Context: an optimization exercise on an open-source flow, tuned for small area and a short achievable clock period. The choices shown serve that exercise and are no tape-out recipe. The RTL was checked by simulation tests, not by an equivalence proof against the original design. Power figures rest on the tool's default switching activity, not on a simulated workload.

===== flow/config.mk =====
export PLATFORM = sky130hd
export DESIGN_NAME = reversible_deque
export DESIGN_NICKNAME = reversible_deque
export VERILOG_FILES = /design/flow/design.v
export SDC_FILE = /design/flow/constraint.sdc
export NUM_CORES = 4
export LEC_CHECK = 0
export CAP_MARGIN = 20
export CORE_MARGIN = 2
export CORE_UTILIZATION = 40
export SETUP_SLACK_MARGIN = 2.0
export SLEW_MARGIN = 20

===== flow/constraint.sdc =====
create_clock -name core_clock -period 6.0 [get_ports {clk}]
set_input_delay 1.2000 -clock core_clock [delete_from_list [all_inputs] [get_ports {clk}]]
set_output_delay 1.2000 -clock core_clock [all_outputs]
set_load 0.01 [all_outputs]

===== flow/design.v =====
package rdq_pkg;
  localparam int unsigned DEPTH = 256;
  localparam int unsigned AW = (DEPTH > 1) ? $clog2(DEPTH) : 1;
  localparam int unsigned FW = $clog2(DEPTH + 1);
  localparam int unsigned KIND_W = 2;
  localparam int unsigned CHAR_W = 8;
  localparam int unsigned POS_W  = 10;
  localparam int unsigned STAT_W = 2;
  localparam int unsigned LEN_W  = 11;
  localparam int unsigned CMP_W = (FW > POS_W) ? FW : POS_W;
  typedef enum logic [KIND_W-1:0] {
    KIND_REVERSE    = 2'd0,
    KIND_PUSH_FRONT = 2'd1,
    KIND_PUSH_BACK  = 2'd2,
    KIND_READ       = 2'd3
  } kind_t;
  typedef enum logic [STAT_W-1:0] {
    STAT_OK        = 2'd0,
    STAT_FULL      = 2'd1,
    STAT_BAD_POS   = 2'd2,
    STAT_UNUSED    = 2'd3
  } status_t;
  typedef struct packed {
    logic              wr_en;
    logic              rd_en;
    logic [AW-1:0]     addr;
    logic [CHAR_W-1:0] wdata;
  } mem_req_t;
  function automatic logic [AW-1:0] wrap_add(input logic [AW-1:0] a,
                                             input logic [AW-1:0] b);
    logic [AW:0] sum;
    logic [AW:0] lim;
    lim = DEPTH;
    sum = {1'b0, a} + {1'b0, b};
    if (sum >= lim) begin
      sum = sum - lim;
    end
    wrap_add = sum[AW-1:0];
  endfunction
endpackage
module rdq_store (
  input  logic                          clk,
  input  rdq_pkg::mem_req_t             req,
  output logic [rdq_pkg::CHAR_W-1:0]    rdata
);
  logic [rdq_pkg::CHAR_W-1:0] mem [rdq_pkg::DEPTH];
  always_ff @(posedge clk) begin
    if (req.wr_en) begin
      mem[req.addr] <= req.wdata;
    end
  end
  always_ff @(posedge clk) begin
    if (req.rd_en) begin
      rdata <= mem[req.addr];
    end
  end
endmodule
module rdq_ctrl (
  input  logic                         clk,
  input  logic                         rst,
  input  logic                         accept,
  input  rdq_pkg::kind_t               kind,
  input  logic [rdq_pkg::CHAR_W-1:0]   char_in,
  input  logic [rdq_pkg::POS_W-1:0]    position,
  output rdq_pkg::mem_req_t            req,
  output rdq_pkg::status_t             status_now,
  output logic [rdq_pkg::FW-1:0]       fill_now
);
  logic [rdq_pkg::AW-1:0] head;
  logic [rdq_pkg::AW-1:0] head_next;
  logic [rdq_pkg::FW-1:0] fill;
  logic [rdq_pkg::FW-1:0] fill_next;
  logic                   rev;
  logic                   rev_next;
  logic                   full;
  logic                   phys_back;
  logic [rdq_pkg::AW-1:0] head_dec;
  logic [rdq_pkg::AW-1:0] off;
  logic [rdq_pkg::CMP_W-1:0] pos_ext;
  logic [rdq_pkg::CMP_W-1:0] fill_ext;
  logic [rdq_pkg::FW-1:0]    rev_off;
  assign full     = (fill == rdq_pkg::FW'(rdq_pkg::DEPTH));
  assign head_dec = (head == '0) ? rdq_pkg::AW'(rdq_pkg::DEPTH - 1) : head - 1'b1;
  assign pos_ext  = rdq_pkg::CMP_W'(position);
  assign fill_ext = rdq_pkg::CMP_W'(fill);
  assign rev_off  = fill - 1'b1 - rdq_pkg::FW'(position);
  assign off      = rev ? rev_off[rdq_pkg::AW-1:0] : rdq_pkg::AW'(position);
  always_comb begin
    head_next  = head;
    fill_next  = fill;
    rev_next   = rev;
    status_now = rdq_pkg::STAT_OK;
    phys_back  = 1'b0;
    req.wr_en  = 1'b0;
    req.rd_en  = 1'b0;
    req.addr   = head;
    req.wdata  = char_in;
    case (kind)
      rdq_pkg::KIND_REVERSE: begin
        rev_next = ~rev;
      end
      rdq_pkg::KIND_PUSH_FRONT, rdq_pkg::KIND_PUSH_BACK: begin
        phys_back = (kind == rdq_pkg::KIND_PUSH_BACK) ? ~rev : rev;
        if (full) begin
          status_now = rdq_pkg::STAT_FULL;
        end else begin
          req.wr_en = accept;
          fill_next = fill + 1'b1;
          if (phys_back) begin
            req.addr = rdq_pkg::wrap_add(head, fill[rdq_pkg::AW-1:0]);
          end else begin
            req.addr  = head_dec;
            head_next = head_dec;
          end
        end
      end
      rdq_pkg::KIND_READ: begin
        if (pos_ext >= fill_ext) begin
          status_now = rdq_pkg::STAT_BAD_POS;
        end else begin
          req.rd_en = accept;
          req.addr  = rdq_pkg::wrap_add(head, off);
        end
      end
      default: begin
        status_now = rdq_pkg::STAT_OK;
      end
    endcase
    fill_now = fill_next;
  end
  always_ff @(posedge clk) begin
    if (rst) begin
      head <= '0;
      fill <= '0;
      rev  <= 1'b0;
    end else if (accept) begin
      head <= head_next;
      fill <= fill_next;
      rev  <= rev_next;
    end
  end
endmodule
module reversible_deque (
  input  logic                         clk,
  input  logic                         rst,
  input  logic                         start,
  output logic                         busy,
  input  logic [rdq_pkg::KIND_W-1:0]   kind,
  input  logic [rdq_pkg::CHAR_W-1:0]   char_in,
  input  logic [rdq_pkg::POS_W-1:0]    position,
  output logic                         done,
  output logic [rdq_pkg::CHAR_W-1:0]   data_out,
  output logic [rdq_pkg::STAT_W-1:0]   status,
  output logic [rdq_pkg::LEN_W-1:0]    length
);
  logic                        accept;
  rdq_pkg::mem_req_t           req;
  rdq_pkg::status_t            status_now;
  logic [rdq_pkg::FW-1:0]      fill_now;
  logic [rdq_pkg::CHAR_W-1:0]  rdata;
  rdq_pkg::status_t            status_q;
  logic [rdq_pkg::LEN_W-1:0]   length_q;
  logic                        read_ok;
  assign busy   = 1'b0;
  assign accept = start & ~busy;
  rdq_ctrl u_ctrl (
    .clk        (clk),
    .rst        (rst),
    .accept     (accept),
    .kind       (rdq_pkg::kind_t'(kind)),
    .char_in    (char_in),
    .position   (position),
    .req        (req),
    .status_now (status_now),
    .fill_now   (fill_now)
  );
  rdq_store u_store (
    .clk   (clk),
    .req   (req),
    .rdata (rdata)
  );
  always_ff @(posedge clk) begin
    if (rst) begin
      done <= 1'b0;
    end else begin
      done <= accept;
    end
  end
  always_ff @(posedge clk) begin
    if (accept) begin
      status_q <= status_now;
      length_q <= rdq_pkg::LEN_W'(fill_now);
      read_ok  <= req.rd_en;
    end
  end
  assign data_out = read_ok ? rdata : '0;
  assign status   = status_q;
  assign length   = length_q;
endmodule

===== flow/run.sh =====
#!/bin/bash
# synth_recipe.tcl (not shown) runs the flow's synth.tcl, then flattens the netlist and writes it again
# the make line also repeats each setting of config.mk as NAME=value (left out here)
make -C /OpenROAD-flow-scripts/flow DESIGN_CONFIG=/design/flow/config.mk WORK_HOME=/design/flow/orfs CLKGATE_MAP_FILE= SYNTH_SCRIPT=/design/flow/synth_recipe.tcl finish

==> key figures <==
Run status
  – Status: timing/DRC/antenna clean

Die
  – I/O Pins: 46
  – Die Ht: around 460 µm
  – CORE AREA: just over 200000 µm²
  – Die area: 207000 µm²
  – Row count: 165
  – Starting Density: 40.2%
  – Die Span X: 455 µm

Worst setup path
  – Startpoint Class: input pin
  – Critical Path Sink Type: flop
  – Crit path max fanout: 11
  – FF-to-FF End: u_store.rdata[5]
  – Crit path arrival time: 5.31 ns
  – Critical path class: in2reg
  – WP data required: 6.59 ns
  – R2R cell count: 20
  – R2r setup slk: approximately 1.3 ns
  – Critical R2R Launch: u_ctrl.fill[3]

Logic synthesis
  – Sequential fraction of the synthesis area: approximately three quarters
  – Top cells by area, synth: edfxtp_1, mux4_2, a22oi_1
  – Synth cell types: 57
  – Ys Warns: 3
  – Synth cell count leaders: edfxtp_1, mux4_2, nor2_1
  – Post-synth top area cell: edfxtp_1
  – Count leader, synth: edfxtp_1
  – Top FF cell, synth: edfxtp_1
  – Share of Yosys cell area claimed by the top area cell type: roughly 76%
  – Register bit total from synthesis: 2087
  – Mapped Cells: 3889
  – Synthesized area per cell: around 21 µm²
  – Number of synthesized flops with an enable pin: roughly 2100
  – Post-Syn Area: 81400 µm²
  – Async set-reset flop share out of synthesis: 0%

CTS
  – CTS tree: built
  – Hold_buf cts: 0
  – Clk slew on worst S/H paths: 0.06 ns
  – CTS Root Cell: clkbuf_16
  – Worst-Skew Late Latency: 0.87 ns
  – Clock Path Buffers: 3
  – H-tree levels: 4
  – CTS Sinks: 2087
  – Cts bufs inserted: 208

Timing
  – Slew Limit Fails: 0
  – Clock skew: 0.0640 ns
  – Final Cycle Share: 78.7%
  – Worst-Margin Slew: 1.08 ns
  – Setup ws final: around 1.3 ns
  – Slew margin rel.: 27.9%
  – Finish-stage setup viols: 0
  – Fin crit period: 4.72 ns
  – RSZ-0062 raised after global routing: true
  – Fin. Hold Viols: 0
  – Max Fclk: 0.212 GHz

Global routing
  – Met1 GRT Util: 29.1%
  – Largest net degree at the start of global routing: 161
  – Grt total ovfl: 0
  – GR peak layer: met2
  – Global-route wire length before repair: 313 mm
  – Met2 usage: around a third
  – Vias in the first global route: 43100
  – Total GRT Usage: 20.9%
  – Initial antenna violation count: 3
  – GR Util met3: 3.33%

Hold path
  – Hold_sp: u_ctrl.fill[1]
  – Hold Path Sink: u_ctrl.fill[1]
  – Path type of the worst min-delay path: reg2reg
  – Hold depth: 2

Job
  – Max-cap violations: 0

Detailed routing
  – Drt wl/cell: 29.2 µm
  – Iter 0 DRT Violations: 4324
  – Via count: 42400
  – Via-per-instance ratio: between 5 and 6
  – Antenna-violating nets left: 0
  – TritonRoute pass-1 iters: 11
  – Drt drc: 0
  – DRT Wirelength: around 220 mm

Cells and area
  – Final net count: 4675
  – Share of cells above drive strength 1: 43.7%
  – Syn-to-layout area delta: 28.3%
  – FILL cells: between 15000 and 20000
  – Finished Cell Area: 104000 µm²

Placement
  – Placed cell areas: 91600 µm²
  – Post-DP HPWL: 130 mm
  – IO buf count: 42
  – Gpl congestion: 0.869
  – Pre-CTS WS: -0.597 ns

Power
  – Leak: 32.6 nW
  – Pwr Density: 336 nW/µm²
  – Power Total: 35.1 mW
  – Maximum VDD drop: 0.314 mV
[kinds of logic after synthesis]
kind of cell    after synthesis  synth area share, %
simple gates                426                 2.18
fa+ha+maj                    42                0.673
other cells                   1              0.00461
flops                      2087                 76.8
xor+xnor                     40                0.430
buf+inv                     273                 1.46
mux                         516                 14.2
compound gates              504                 4.27
[stage by stage]
step	cells	TNS, ns	util, %	hold slack, ns
after floorplan	3891	0	-	0.521
after global placement	6800	-68.41	45.3	0.581
after detailed placement	6800	-16.79	45.3	0.582
after CTS	7373	0	50.8	0.539
after global routing	7452	0	51.6	0.568
final	7452	0	51.6	0.536
[routing by layer]
metal | share of wire [%] | routed length [µm]
met4 | 2.6 | 5600
met2 | 49 | 108000
met1 | 41 | 89900
met5 | 0 | 0
met3 | 6.6 | 14400
[flip-flops by register name, indices dropped and copies added (netlist names)]
name,cells
u_ctrl.head,8
length_q,9
u_store.rdata,8
done,1
status_q,2
u_ctrl.rev,1
read_ok,1
u_store.mem,2048
u_ctrl.fill,9
[layout make-up]
type	count	area [µm²]	share of cell area, %
clock buffers	254	5400	5.17
well taps	2672	3340	3.20
diodes	2	5.00	0.00479
inverters	34	150	0.144
repair buffers	744	10100	9.66
flip-flops and latches	2087	62500	59.9
clock inverters	124	1110	1.06
multi-input cells	1535	21800	20.9
[what timing repair did]
action                                 in CTS  in global routing
pin swaps                                 190                146
setup buffers                             171                 70
setup endpoints to repair                2056               2056
resized for setup                         403                173
endpoints found under the hold margin       0                  0
gates cloned                               24                  7
[placed cells by master, fill, tap and decap left out, types with 16 or more instances in the layout]
cell             count
a21oi_1             81
a22oi_1            157
buf_6              120
buf_4              290
buf_12             236
nor2_4             259
mux4_2             512
xnor2_1             27
clkbuf_1            45
a21oi_2             66
clkinv_1            59
clkinv_2            31
ha_1                20
nor2_1              28
buf_8               23
inv_1               23
nand2_8             20
a22oi_2             99
clkbuf_16          216
o41ai_2             16
nand2_1             29
edfxtp_1          2068
clkdlybuf4s50_1     23
buf_16              35
[where the power goes]
group	switching [mW]	internal, mW	leakage, nW
combinational	3.51	2.95	10.7
clock	5.55	6.93	3.16
sequential	0.0335	16.1	18.8
[how the worst max path moves through the flow]
stage / slack, ns / from / to / depth (start not counted)
after floorplan: 0.83 / position[0] / u_store.mem[102][0] / 23
after global placement: -0.62 / position[0] / u_store.rdata[6] / 20
after detailed placement: -0.60 / position[0] / u_store.rdata[6] / 20
after CTS: 1.39 / position[0] / u_store.mem[51][5] / 26
after global routing: 1.21 / u_ctrl.fill[3] / u_store.rdata[5] / 20
final: 1.28 / position[5] / u_store.rdata[5] / 20
[worst max-delay path, stage by stage]
cell and delay, ns:
clkdlybuf4s15_2 0.21, inv_1 0.13, ha_4 0.23, o21ai_2 0.06, nor2_2 0.06, a2111oi_4 0.37
a21bo_4 0.29, a21oi_2 0.14, o211a_4 0.19, buf_12 0.15, buf_4 0.14, buf_12 0.14
buf_16 0.16, buf_16 0.15, buf_12 0.14, mux4_2 0.55, a22oi_2 0.23, a21oi_2 0.13
o41ai_4 0.47, nand4_1 0.13

what the ideal ports hide:
How much do the figures lean on ideal ports? The routed layout below was timed once more, with nothing changed but the port constraints.
Step 1 sets driving cells, clkbuf_16 on the clock port and buf_2 on the other inputs (assumed; they add their load-dependent delay and slew).
Step 2 also shifts input and output timing later by t, the mid clock arrival at the registers, as if the neighbouring blocks saw the same clock.
a / b / c = no drivers / after step 1 / after step 2; a / b = the first two.
t (ns): 0.919
setup WS [ns]: 1.277 / 1.328 / 0.415
pins driven straight from the clock port: 1
After both steps this run still meets setup and hold. The setup slack of this run moves by +0.051 ns with the drivers and by -0.862 ns with both steps.
